From an optimization exercise on the open Yosys and OpenROAD flow, aimed at small area, a short achievable clock period and few clock cycles per item; shortcuts taken in it are not production practice. Function was checked by simulation only, so behaviour that the tests miss may differ from the original. Power is estimated from default activity; no workload was simulated.

File: run.sh
#!/bin/bash
# synth_recipe.tcl (not shown) runs the flow's synth.tcl, then flattens the netlist and writes it again
# the make line also repeats each setting of config.mk as NAME=value (left out here)
make -C /OpenROAD-flow-scripts/flow DESIGN_CONFIG=/design/flow/config.mk WORK_HOME=/design/flow/orfs CLKGATE_MAP_FILE= SYNTH_SCRIPT=/design/flow/synth_recipe.tcl finish
File: config.mk
export PLATFORM = sky130hd
export DESIGN_NAME = cnn_top
export DESIGN_NICKNAME = cnn_top
export VERILOG_FILES = /design/flow/design.v
export SDC_FILE = /design/flow/constraint.sdc
export NUM_CORES = 4
export LEC_CHECK = 0
export CAP_MARGIN = 20
export CORE_MARGIN = 2
export CORE_UTILIZATION = 40
export SLEW_MARGIN = 20
File: constraint.sdc
create_clock -name core_clock -period 11.0 [get_ports {clk}]
set_input_delay 2.2000 -clock core_clock [delete_from_list [all_inputs] [get_ports {clk}]]
set_output_delay 2.2000 -clock core_clock [all_outputs]
set_load 0.01 [all_outputs]
File: design.v
module input_loader (
	input  logic         clk,
	input  logic         rst_n,
	input  logic         in_valid_o,
	input  logic [1:0]   opt,
	input  logic         in_valid_i,
	input  logic [15:0]  image1,
	input  logic [15:0]  image2,
	input  logic [15:0]  image3,
	input  logic         in_valid_k,
	input  logic [15:0]  kernel1,
	input  logic [15:0]  kernel2,
	input  logic [15:0]  kernel3,
	input  logic [1:0]   kidx,
	input  logic [1:0]   oy,
	input  logic [1:0]   ox,
	input  logic [1:0]   krow,
	output logic [143:0] pix,
	output logic [143:0] wgt,
	output logic         loaded,
	input  logic         done,
	output logic         act
);
	localparam int NS = 4;
	localparam int KS = 3;
	localparam int NK = 4;
	logic [1:0]  opt_q;
	logic [15:0] img0 [0:15];
	logic [15:0] img1 [0:15];
	logic [15:0] img2 [0:15];
	logic [15:0] wgt0 [0:35];
	logic [15:0] wgt1 [0:35];
	logic [15:0] wgt2 [0:35];
	logic [1:0]  row_cnt, col_cnt, kern_cnt;
	logic [3:0]  wgt_cnt;
	always_ff @(posedge clk or negedge rst_n)
	begin
		if (!rst_n)
		begin
			opt_q    <= '0;
			row_cnt  <= '0;
			col_cnt  <= '0;
			kern_cnt <= '0;
			wgt_cnt  <= '0;
			loaded   <= 1'b0;
		end
		else if (in_valid_o)
		begin
			opt_q    <= opt;
			row_cnt  <= '0;
			col_cnt  <= '0;
			kern_cnt <= '0;
			wgt_cnt  <= '0;
		end
		else if (in_valid_i)
		begin
			col_cnt <= col_cnt + 2'd1;
			if (col_cnt == 2'(NS - 1))
				row_cnt <= row_cnt + 2'd1;
		end
		else if (in_valid_k)
		begin
			wgt_cnt <= wgt_cnt + 4'd1;
			if (wgt_cnt == 4'(KS * KS - 1))
			begin
				wgt_cnt  <= '0;
				kern_cnt <= kern_cnt + 2'd1;
				if (kern_cnt == 2'(NK - 1))
					loaded <= 1'b1;
			end
		end
		else if (done)
			loaded <= 1'b0;
	end
	logic [3:0] img_wa;
	logic [5:0] wgt_wa;
	assign img_wa = {row_cnt, col_cnt};
	assign wgt_wa = 6'(kern_cnt * 9) + 6'(wgt_cnt);
	always_ff @(posedge clk)
	begin
		if (in_valid_i)
		begin
			img0[img_wa] <= image1;
			img1[img_wa] <= image2;
			img2[img_wa] <= image3;
		end
		if (in_valid_k)
		begin
			wgt0[wgt_wa] <= kernel1;
			wgt1[wgt_wa] <= kernel2;
			wgt2[wgt_wa] <= kernel3;
		end
	end
	logic [2:0] pr;
	logic [1:0] ri;
	assign pr = {1'b0, oy} + {1'b0, krow};
	assign ri = (pr == 3'd0) ? 2'd0 : (pr > 3'd4) ? 2'd3 : 2'(pr - 3'd1);
	genvar j;
	generate
		for (j = 0; j < KS; j = j + 1)
		begin : g_col
			logic [2:0] pc;
			logic [1:0] ci;
			logic       border;
			logic       zero;
			logic [5:0] wa;
			assign pc = {1'b0, ox} + 3'(j);
			assign ci = (pc == 3'd0) ? 2'd0 : (pc > 3'd4) ? 2'd3 : 2'(pc - 3'd1);
			assign border = (pr == 3'd0) || (pr == 3'd5) || (pc == 3'd0) || (pc == 3'd5);
			assign zero = border && opt_q[1];
			assign wa = 6'(kidx * 9) + 6'(krow * 3) + 6'(j);
			assign pix[(0 * KS + j) * 16 +: 16] = zero ? 16'd0 : img0[{ri, ci}];
			assign pix[(1 * KS + j) * 16 +: 16] = zero ? 16'd0 : img1[{ri, ci}];
			assign pix[(2 * KS + j) * 16 +: 16] = zero ? 16'd0 : img2[{ri, ci}];
			assign wgt[(0 * KS + j) * 16 +: 16] = wgt0[wa];
			assign wgt[(1 * KS + j) * 16 +: 16] = wgt1[wa];
			assign wgt[(2 * KS + j) * 16 +: 16] = wgt2[wa];
		end
	endgenerate
	assign act = opt_q[0];
endmodule
module conv_engine (
	input  logic               clk,
	input  logic               rst_n,
	output logic [1:0]         kidx,
	output logic [1:0]         oy,
	output logic [1:0]         ox,
	output logic [1:0]         krow,
	input  logic [143:0]       pix,
	input  logic [143:0]       wgt,
	input  logic               loaded,
	output logic               res_valid,
	output logic signed [35:0] res_data,
	output logic [1:0]         res_kidx,
	output logic [1:0]         res_oy,
	output logic [1:0]         res_ox,
	input  logic               done
);
	localparam int KS = 3;
	localparam int NP = 9;
	logic finished;
	logic issue;
	logic last_step;
	logic signed [31:0] prod [0:NP-1];
	logic               s1_valid, s1_first, s1_last;
	logic [1:0]         s1_kidx, s1_oy, s1_ox;
	logic signed [35:0] row_sum_c;
	logic signed [35:0] row_sum;
	logic               s2_valid, s2_first, s2_last;
	logic [1:0]         s2_kidx, s2_oy, s2_ox;
	logic signed [35:0] acc;
	assign issue = loaded && !finished;
	assign last_step = (kidx == 2'd3) && (oy == 2'd3) && (ox == 2'd3) &&
		(krow == 2'(KS - 1));
	always_ff @(posedge clk or negedge rst_n)
	begin
		if (!rst_n)
		begin
			{kidx, oy, ox, krow} <= '0;
			finished <= 1'b0;
		end
		else if (done)
		begin
			{kidx, oy, ox, krow} <= '0;
			finished <= 1'b0;
		end
		else if (issue)
		begin
			if (krow == 2'(KS - 1))
			begin
				krow <= '0;
				{kidx, oy, ox} <= {kidx, oy, ox} + 6'd1;
			end
			else
				krow <= krow + 2'd1;
			if (last_step)
				finished <= 1'b1;
		end
	end
	always_comb
	begin
		row_sum_c = '0;
		for (int i = 0; i < NP; i++)
			row_sum_c = row_sum_c + 36'(prod[i]);
	end
	always_ff @(posedge clk or negedge rst_n)
	begin
		if (!rst_n)
		begin
			s1_valid  <= 1'b0;
			s2_valid  <= 1'b0;
			res_valid <= 1'b0;
		end
		else
		begin
			s1_valid  <= issue;
			s2_valid  <= s1_valid;
			res_valid <= s2_valid && s2_last;
		end
	end
	always_ff @(posedge clk)
	begin
		for (int i = 0; i < NP; i++)
			prod[i] <= $signed(pix[i * 16 +: 16]) * $signed(wgt[i * 16 +: 16]);
		s1_first <= (krow == 2'd0);
		s1_last  <= (krow == 2'(KS - 1));
		{s1_kidx, s1_oy, s1_ox} <= {kidx, oy, ox};
		row_sum  <= row_sum_c;
		s2_first <= s1_first;
		s2_last  <= s1_last;
		{s2_kidx, s2_oy, s2_ox} <= {s1_kidx, s1_oy, s1_ox};
		if (s2_valid)
			acc <= s2_first ? row_sum : acc + row_sum;
		if (s2_valid && s2_last)
		begin
			res_data <= acc + row_sum;
			res_kidx <= s2_kidx;
			res_oy   <= s2_oy;
			res_ox   <= s2_ox;
		end
	end
endmodule
module output_shuffle (
	input  logic               clk,
	input  logic               rst_n,
	input  logic               act,
	input  logic               res_valid,
	input  logic signed [35:0] res_data,
	input  logic [1:0]         res_kidx,
	input  logic [1:0]         res_oy,
	input  logic [1:0]         res_ox,
	output logic               done,
	output logic               out_valid,
	output logic [35:0]        out
);
	localparam int N_PIX = 64;
	localparam int LEAK_SHIFT = 3;
	localparam logic ST_FILL   = 1'b0;
	localparam logic ST_STREAM = 1'b1;
	logic               state;
	logic signed [35:0] shuf_mem [0:N_PIX-1];
	logic signed [35:0] act_val;
	logic [6:0]         wr_cnt;
	logic [6:0]         rd_cnt;
	logic               start;
	logic [5:0]         wa;
	always_comb
	begin
		act_val = res_data;
		if (res_data < 0)
		begin
			if (act)
				act_val = res_data >>> LEAK_SHIFT;
			else
				act_val = '0;
		end
	end
	assign wa = {res_oy, res_kidx[1], res_ox, res_kidx[0]};
	always_ff @(posedge clk)
	begin
		if (res_valid)
			shuf_mem[wa] <= act_val;
	end
	assign start = (state == ST_FILL) && res_valid && (wr_cnt == 7'(N_PIX - 1));
	always_ff @(posedge clk or negedge rst_n)
	begin
		if (!rst_n)
		begin
			state     <= ST_FILL;
			wr_cnt    <= '0;
			rd_cnt    <= '0;
			out_valid <= 1'b0;
			out       <= '0;
			done      <= 1'b0;
		end
		else
		begin
			done <= (state == ST_STREAM) && (rd_cnt == 7'(N_PIX - 1));
			case (state)
				ST_FILL:
				begin
					if (start)
					begin
						state     <= ST_STREAM;
						wr_cnt    <= '0;
						out_valid <= 1'b1;
						out       <= shuf_mem[0];
						rd_cnt    <= 7'd1;
					end
					else if (res_valid)
						wr_cnt <= wr_cnt + 7'd1;
				end
				default:
				begin
					if (rd_cnt == 7'(N_PIX))
					begin
						state     <= ST_FILL;
						rd_cnt    <= '0;
						out_valid <= 1'b0;
						out       <= '0;
					end
					else
					begin
						out    <= shuf_mem[rd_cnt[5:0]];
						rd_cnt <= rd_cnt + 7'd1;
					end
				end
			endcase
		end
	end
endmodule
module cnn_top (
	input  logic        clk,
	input  logic        rst_n,
	input  logic        in_valid_o,
	input  logic [1:0]  opt,
	input  logic        in_valid_i,
	input  logic [15:0] image1,
	input  logic [15:0] image2,
	input  logic [15:0] image3,
	input  logic        in_valid_k,
	input  logic [15:0] kernel1,
	input  logic [15:0] kernel2,
	input  logic [15:0] kernel3,
	output logic        out_valid,
	output logic [35:0] out
);
	logic [1:0]   kidx, oy, ox, krow;
	logic [143:0] pix;
	logic [143:0] wgt;
	logic         loaded;
	logic         act;
	logic         res_valid;
	logic [35:0]  res_data;
	logic [1:0]   res_kidx, res_oy, res_ox;
	logic         done;
	input_loader loader_i (
		.clk        (clk),
		.rst_n      (rst_n),
		.in_valid_o (in_valid_o),
		.opt        (opt),
		.in_valid_i (in_valid_i),
		.image1     (image1),
		.image2     (image2),
		.image3     (image3),
		.in_valid_k (in_valid_k),
		.kernel1    (kernel1),
		.kernel2    (kernel2),
		.kernel3    (kernel3),
		.kidx       (kidx),
		.oy         (oy),
		.ox         (ox),
		.krow       (krow),
		.pix        (pix),
		.wgt        (wgt),
		.loaded     (loaded),
		.done       (done),
		.act        (act)
	);
	conv_engine engine_i (
		.clk       (clk),
		.rst_n     (rst_n),
		.kidx      (kidx),
		.oy        (oy),
		.ox        (ox),
		.krow      (krow),
		.pix       (pix),
		.wgt       (wgt),
		.loaded    (loaded),
		.res_valid (res_valid),
		.res_data  (res_data),
		.res_kidx  (res_kidx),
		.res_oy    (res_oy),
		.res_ox    (res_ox),
		.done      (done)
	);
	output_shuffle shuffle_i (
		.clk       (clk),
		.rst_n     (rst_n),
		.act       (act),
		.res_valid (res_valid),
		.res_data  (res_data),
		.res_kidx  (res_kidx),
		.res_oy    (res_oy),
		.res_ox    (res_ox),
		.done      (done),
		.out_valid (out_valid),
		.out       (out)
	);
endmodule
==> impl_metrics.tcl <==
set metrics [dict create \
    dp_slack_ns -0.0770 \
    numPortBuffers 139 \
    gr-usage-met2_pct 39.2 \
    synthCells 23409 \
    use_met1_pct 32.2 \
    cts_tree "done" \
    totalWireLength_um 1040000 \
    ys.flop_type "edfxtp_1" \
    async_reset_ff_share_pct 1.47 \
    layout_common_cells "edfxtp_1, inv_1, fa_1, mux4_2, nand2_1" \
    post-route-period-util_pct 97.3 \
    instances_no_fill 35426 \
    relSlewSlack_pct 14.3 \
    min_period_ns 10.71 \
    antenna_found_initial 85 \
    nets 27332 \
    status "finished clean" \
    power_frac_comb_pct 63.7 \
    dieArea_um2 843000 \
    cp.required_ns 11.91 \
    arrival_ns 11.62 \
    maxCapViolCount 0 \
    hpwl_um 707000 \
    grt_overflow_total 0 \
    grt_pass1_vias 209699 \
    synth-edff-count 4878 \
    cts_num_sinks 5296 \
    syn_nets 26961 \
    num_io_pins 140 \
    root_buffer "clkbuf_16" \
    synth_seq_area_share_pct 46.4 \
    final_antenna_net_count 0 \
    rsz0062_at_grt "yes" \
    max_stage_delay_ns 0.91 \
    wl_per_cell_um 29.4 \
    pwr-share-clk_pct 16.1 \
    grt_max_degree 139 \
    finalHoldViolations 0 \
    path_clk_slew_ns 0.06 \
    grt_pass1_wl_um 1500000 \
    fillers 73608 \
    design_area_um2 373000 \
    ys_seq_elements 5296 \
    placedCellCount 34300 \
    final_max_slew_viol_count 0 \
    mostFrequentLayoutCell "edfxtp_1" \
    path_delay_family "adder cells" \
    ys.warnings.count 4 \
    p_seq_share_pct 20.2 \
    layout_setup_ws_ns 0.293 \
    power_density_nw_per_um2 328 \
    p_switching_w 0.0539 \
    cts_max_level 6 \
    die_h_um 918 \
    top_usage_layer "met2" \
    cts_buffers 589 \
    cp_num_buf_inv 10 \
    cp_max_fo 10 \
    drt-initial-drc-count 21892 \
    avgSynthCellArea_um2 14.3 \
    holdWs_ns 0.330 \
    synthesis.area_um2 334000 \
    worst_pin_slew_ns 1.28 \
    place_area_um2 353000 \
    peakVddDrop_mv 1.84 \
    fp-row-count 335 \
    clock_latency_ns 1.16 \
    holdBufCountCts 0 \
    core_um2 832000 \
    drive_gt1_share_pct 20.4 \
    fin_worst_skew_ns 0.130 \
    viasPerCell 5.80 \
    switching_share_pct 44.0 \
    setup_viol_count_final 0 \
    place_congestion 0.942 \
    via_count 205325 \
    crit_type "reg2reg" \
    leakage_nw 136 \
    synth_cell_types 96 \
    initial_core_util_pct 40.2 \
    worst_path_max_delay_cell "fa_4" \
    fmax_mhz 93.4 \
    finalPower_w 0.122 \
    use_met3_pct 4.57 \
    die_w_um 918 \
    clk_path_buf_depth 4 \
    hp-class "reg2reg" \
    startpoint_type "flip-flop" \
    grt.total_usage_pct 24.3 \
    crit_path_end_kind "flip-flop" \
    syn_to_final_growth_pct 11.6 \
    first_pass_iters 6 \
    drc 0 \
    intPower_w 0.0686 \
]
routing by layer:
layer,part of all wire [%],vias up,wire length [um]
li1,-,85089,-
met1,39,108788,405000
met2,47,9565,490000
met3,8.8,1845,91500
met4,5.4,38,56500
met5,0.024,-,253
sequential cells by signal, indices dropped and copies added (netlist names), 4 cells and up:
register and cells:
loader_i.img0 256, loader_i.wgt2 576, engine_i.prod 288, loader_i.wgt0 576, engine_i.acc 36, loader_i.img2 256
shuffle_i.out 36, loader_i.img1 256, loader_i.wgt_cnt 4, shuffle_i.wr_cnt 7, engine_i.res_data 36, engine_i.row_sum 36
loader_i.wgt1 576, shuffle_i.shuf_mem 2304, shuffle_i.rd_cnt 7
synthesized netlist by cell type (60+ instances only):
| cell | count | area [um^2] |
|---|---|---|
| a211oi_1 | 360 | 2700 |
| nand2b_1 | 102 | 638 |
| buf_6 | 62 | 698 |
| buf_1 | 133 | 499 |
| nor2b_1 | 142 | 888 |
| fa_1 | 2571 | 51500 |
| o22ai_1 | 119 | 744 |
| o21bai_1 | 72 | 541 |
| edfxtp_1 | 4878 | 146000 |
| buf_2 | 389 | 1950 |
| inv_1 | 2962 | 11100 |
| or2_1 | 100 | 626 |
| or2_2 | 288 | 1800 |
| nor2_1 | 1429 | 5360 |
| mux4_2 | 2224 | 50100 |
| mux2i_1 | 650 | 6510 |
| mux2_2 | 264 | 2970 |
| a311oi_1 | 109 | 955 |
| dfxtp_1 | 340 | 6810 |
| o21ai_0 | 270 | 1350 |
| nor3_1 | 67 | 335 |
| nand3_1 | 135 | 676 |
| dfrtp_1 | 78 | 1950 |
| a31oi_1 | 143 | 895 |
| o21ai_1 | 60 | 300 |
| clkbuf_1 | 530 | 1990 |
| buf_4 | 157 | 1180 |
| a21oi_1 | 601 | 3010 |
| o221ai_1 | 85 | 744 |
| and2_1 | 344 | 2150 |
| xor2_1 | 100 | 876 |
| nand2_1 | 1763 | 6620 |
| xnor2_1 | 338 | 2960 |
| ha_1 | 878 | 11000 |
| a21o_1 | 180 | 1350 |
final timing paths:
check | from | endpoint | slack, ns | cells after the start
worst min register to register | engine_i.s1_ox[0] | engine_i.s2_ox[0] | 0.33 | 0
worst max register to register | engine_i.krow[0] | engine_i.prod[1][31] | 0.29 | 41
max in group asynchronous | rst_n | loader_i.loaded | 8.00 | 3
worst min-delay path | engine_i.s1_ox[0] | engine_i.s2_ox[0] | 0.33 | 0
worst max-delay path | engine_i.krow[0] | engine_i.prod[1][31] | 0.29 | 41
min in group asynchronous | rst_n | shuffle_i.out[16] | 1.09 | 1
stage by stage:
stage               util, %  TNS, ns
floorplan                 -        0
global placement       42.4   -0.570
detailed placement     42.4  -0.0770
CTS                    44.7        0
global route           44.8   -0.164
finish                 44.8        0
cell type report:
type	count	area [um^2]	share of cell area, %
repair buffers	1062	9530	2.56
clock buffers	729	15500	4.16
inverters	2975	11200	3.00
well taps	11121	13900	3.73
multi-input cells	13856	164000	43.9
diodes	63	158	0.0423
clock inverters	324	3710	0.994
flip-flops and latches	5296	155000	41.6
worst reg2reg max path: cells and delay by family (launching register included):
family / cells / cell delay (ns)
compound gates: 12 / 2.37
xor+xnor: 2 / 0.23
flops: 1 / 0.34
simple gates: 3 / 0.50
mux: 2 / 0.90
buf+inv: 10 / 1.05
fa+ha+maj: 12 / 5.10
power groups by stage:
| stage | Combinational (W) | Sequential (W) | Clock, W |
|---|---|---|---|
| 4_1_cts | 0.0779 | 0.0247 | 0.0201 |
| 2_1_floorplan | 0.0569 | 0.0247 | 0 |
| 5_1_grt | 0.0863 | 0.0247 | 0.0208 |
| 3_3_place_gp | 0.0765 | 0.0251 | 0 |
| 6_report | 0.0780 | 0.0247 | 0.0198 |
| 3_5_place_dp | 0.0774 | 0.0251 | 0 |
logic make-up (layout without fill, tap and decap cells):
logic type / count (synthesis) / after routing / synth area share [%]
AOI/OAI and AO/OA: 2320 / 2320 / 4.60
muxes: 3142 / 3142 / 17.8
and+or+nand+nor: 4497 / 4497 / 5.97
buffers and inverters: 4257 / 5090 / 5.28
other: 0 / 63 / 0
xor gates and xnor gates: 445 / 445 / 1.18
adders and majority gates: 3452 / 3452 / 18.7
DFF: 5296 / 5296 / 46.4
repair_timing:
item | 4_1_cts | 5_1_grt
setup buffers | 0 | 8
setup endpoints to repair | 2 | 37
pin swaps | 0 | 6
cloned | 0 | 1
resized for setup | 2 | 28
Testbench counts, summed over its fixed seeds: cycles 19,968, jobs 64.

## separate check: timing with driven ports
The results above use ideal ports. As a check the final layout listed here was re-extracted and re-timed, cells and wires unchanged. Step 1 assumes that a clkbuf_16 drives the clock port and a buf_2 every other input. Step 2 also shifts input and output timing later by t, the mid clock arrival at the registers, as if the neighbouring blocks saw the same clock. Slacks: ideal / step 1 / step 2; pairs: ideal / step 1.
t, ns: 1.253
slack for setup (ns): 0.293 / 0.293 / 0.293
worst data-port slew with drivers (ns): 0.49
After both steps this run still meets setup and hold. For this run, drivers alone change the setup slack by 0.000 ns; drivers and shift together by 0.000 ns.
